This design comes from an exercise in tuning for small area, a short achievable clock period and few clock cycles on the open sky130 flow, not from production work. In this exercise RTL edits were held to simulation tests only and were not proved equivalent to the original.

Design ast_tensor_stream_sv, start of the top module:
module ast_tensor_stream_sv #(
   parameter int DATAWIDTH = 14,
   parameter int SIZE      = 4,
   parameter int ACCWIDTH  = 2*DATAWIDTH+$clog2(SIZE)
) (
   input  logic                   clk,
   input  logic                   reset_n,
   input  logic                   cfg_valid,
   input  logic [$clog2(SIZE):0]  cfg_q,
   input  logic [$clog2(SIZE):0]  cfg_r,
   input  logic [$clog2(SIZE):0]  cfg_k,
   input  logic                   in_valid,
   output logic                   in_ready,
   input  logic                   in_set,
   input  logic [DATAWIDTH-1:0]   in_data,
   input  logic                   start,
   input  logic                   keep_b,
   input  logic                   relu,
   output logic                   out_valid,
   input  logic                   out_ready,
   output logic [DATAWIDTH-1:0]   out_data,
   output logic                   out_last,
   output logic                   busy,
   output logic                   done,
   output logic                   err
);
   localparam int unsigned CW = $clog2(SIZE) + 1;
   localparam int unsigned NW = 2 * CW;
   logic [CW-1:0] q_r, r_r, k_r;
   logic [NW-1:0] a_cnt, b_cnt, a_need, b_need;
   logic          keep_r;
   logic          a_room, b_room;      
   logic          dims_ok, start_ok, accept, go, fin;
   logic [1:0]    ai, ar;              
   assign a_need   = NW'(q_r) * NW'(r_r);
   assign b_need   = NW'(r_r) * NW'(k_r);
  ...
Settings: LEC_CHECK=0, ABC_CLOCK_PERIOD_IN_PS=5000, CAP_MARGIN=5, CORE_MARGIN=2, CORE_UTILIZATION=50, CTS_CLUSTER_DIAMETER=80, CTS_CLUSTER_SIZE=24, SLEW_MARGIN=5; clock period 10.0 ns.
standard.sh (not shown) runs the stock make flow with config.mk's settings and CLKGATE_MAP_FILE= SYNTH_SCRIPT=/design/flow/synth_recipe.tcl, a recipe that flattens the netlist after the stock synthesis.
==> flow/flow/run.sh <==
#!/bin/bash
# Standard layout, with timing repair aiming further below the clock period.
set -e
export SETUP_SLACK_MARGIN=5.6
bash standard.sh > standard.log 2>&1
Testbench counts at the start, summed over its fixed seeds: cycles 15,315.
Rerun with:
ABC_CLOCK_PERIOD_IN_PS = 4300   (was 5000)
CAP_MARGIN = 20   (was 5)
SLEW_MARGIN = 20   (was 5)
The new run finished with timing, DRC and antenna clean.
Cell area does not change.
Clock skew stays the same.
Critical path depth stays the same.
Core utilization stays the same.
Fmax does not change.
Wire length does not change.

== rev 12 ==
ast_tensor_stream_sv again, from the RTL that the note above started with.
clock: 10.0 ns
lec_check: 0
abc_clock_period_in_ps: 5000
cap_margin: 20
core_margin: 2
core_utilization: 62
cts_cluster_diameter: 80
cts_cluster_size: 24
slew_margin: 20
Scripts as last shown in full above: flow/flow/run.sh
Rev 12 reached the final stage; the timing, DRC and antenna checks on its layout passed.
Testbench counts of rev 12, summed over its fixed seeds: cycles 15,315.
Edits applied to the flow inputs when going from rev 12 to rev 13:
Settings: PLACE_DENSITY: unset -> 0.75; CORE_UTILIZATION: 62 -> 50.
==> summary.txt <==
Between rev 13 and rev 12, it is rev 13 whose non-clock buffer count is lower, by 2.2%.

ast_tensor_stream_sv again, from the RTL that the note above started with.
export LEC_CHECK = 0
export ABC_CLOCK_PERIOD_IN_PS = 5000
export CAP_MARGIN = 20
export CORE_MARGIN = 2
export CORE_UTILIZATION = 50
export CTS_CLUSTER_DIAMETER = 80
export CTS_CLUSTER_SIZE = 24
export SLEW_MARGIN = 20
create_clock -name core_clock -period 10.0 [get_ports {clk}]
==> flow/flow/run.sh <==
#!/bin/bash
# Standard layout, with timing repair aiming further below the clock period.
set -e
export SETUP_SLACK_MARGIN=5.75
bash standard.sh > standard.log 2>&1
Testbench counts at the start, summed over its fixed seeds: cycles 15,315.
==> next run, changes <==
--- a/flow/flow/run.sh
+++ b/flow/flow/run.sh
@@ -4 +4 @@
-export SETUP_SLACK_MARGIN=5.75
+export SETUP_SLACK_MARGIN=5.52
PLACE_DENSITY = 0.75   (was default)
Result: The new run went through all stages and came out clean; fmax came out lower slightly; core utilization fell by 1.8 points; synthesized area does not change; die area is unchanged; critical path depth is higher by 15.
==> next run, changes <==
--- a/flow/flow/run.sh
+++ b/flow/flow/run.sh
@@ -4 +4 @@
-export SETUP_SLACK_MARGIN=5.52
+export SETUP_SLACK_MARGIN=5.6
PLACE_DENSITY = default   (was 0.75)
=>
- wire length climbs by 5.0%
- worst setup slack is better by 0.050 ns
- first-iteration DRC count drops by 21%
- cell area climbs by 0.97%
- non-clock buffer count climbs by 34
- register-to-register slack is better by 0.10 ns
==> next run, changes <==
CTS_CLUSTER_DIAMETER = 90   (was 80)
CTS_CLUSTER_SIZE = 30   (was 24)
PLACE_DENSITY = 0.75   (was default)
- cell area decreases slightly
- register-to-register slack degrades by 0.097 ns
- core utilization is lower by 0.28 points
- setup slack degrades by 0.046 ns

## what the ideal ports hide
How much do the figures lean on ideal ports? The routed layouts below were timed once more, with nothing changed but the port constraints.
Step 1 (the two cells are an assumption about what drives the block):
set clk [get_ports {clk}]
set_driving_cell -lib_cell sky130_fd_sc_hd__clkbuf_16 $clk
set_driving_cell -lib_cell sky130_fd_sc_hd__buf_2 [delete_from_list [all_inputs] $clk]
Step 2 times the ports against the registers' clock, not the clock port: input delays grow and output delays shrink by t, the midpoint of the rising clock arrivals with the driver on.
Three values: no drivers, after step 1, after step 2; two values: the first two.
run	t (ns)	setup WS [ns]	hold WS [ns]	worst data-port slew with drivers (ns)	pins driven straight from the clock port
the first run of note 1	0.726	5.589 / 5.543 / 5.023	0.482 / 0.482 / 0.482	0.06	1
the second run of note 1	0.726	5.589 / 5.543 / 5.023	0.482 / 0.482 / 0.482	0.06	1
rev 12	0.691	5.576 / 5.530 / 5.086	0.466 / 0.466 / 0.466	0.06	1
rev 13	0.714	5.591 / 5.531 / 5.022	0.477 / 0.477 / 0.477	0.08	1
the first run of note 3	0.724	5.582 / 5.534 / 5.121	0.484 / 0.484 / 0.484	0.06	1
the second run of note 3	0.706	5.538 / 5.496 / 5.010	0.483 / 0.483 / 0.483	0.06	1
the third run of note 3	0.726	5.589 / 5.543 / 5.023	0.482 / 0.482 / 0.482	0.06	1
the fourth run of note 3	0.724	5.543 / 5.519 / 5.051	0.479 / 0.479 / 0.479	0.08	1
After both steps setup and hold are still met in every run listed. For rev 13, which loses most, drivers alone change the setup slack by -0.060 ns; drivers and shift together by -0.569 ns.
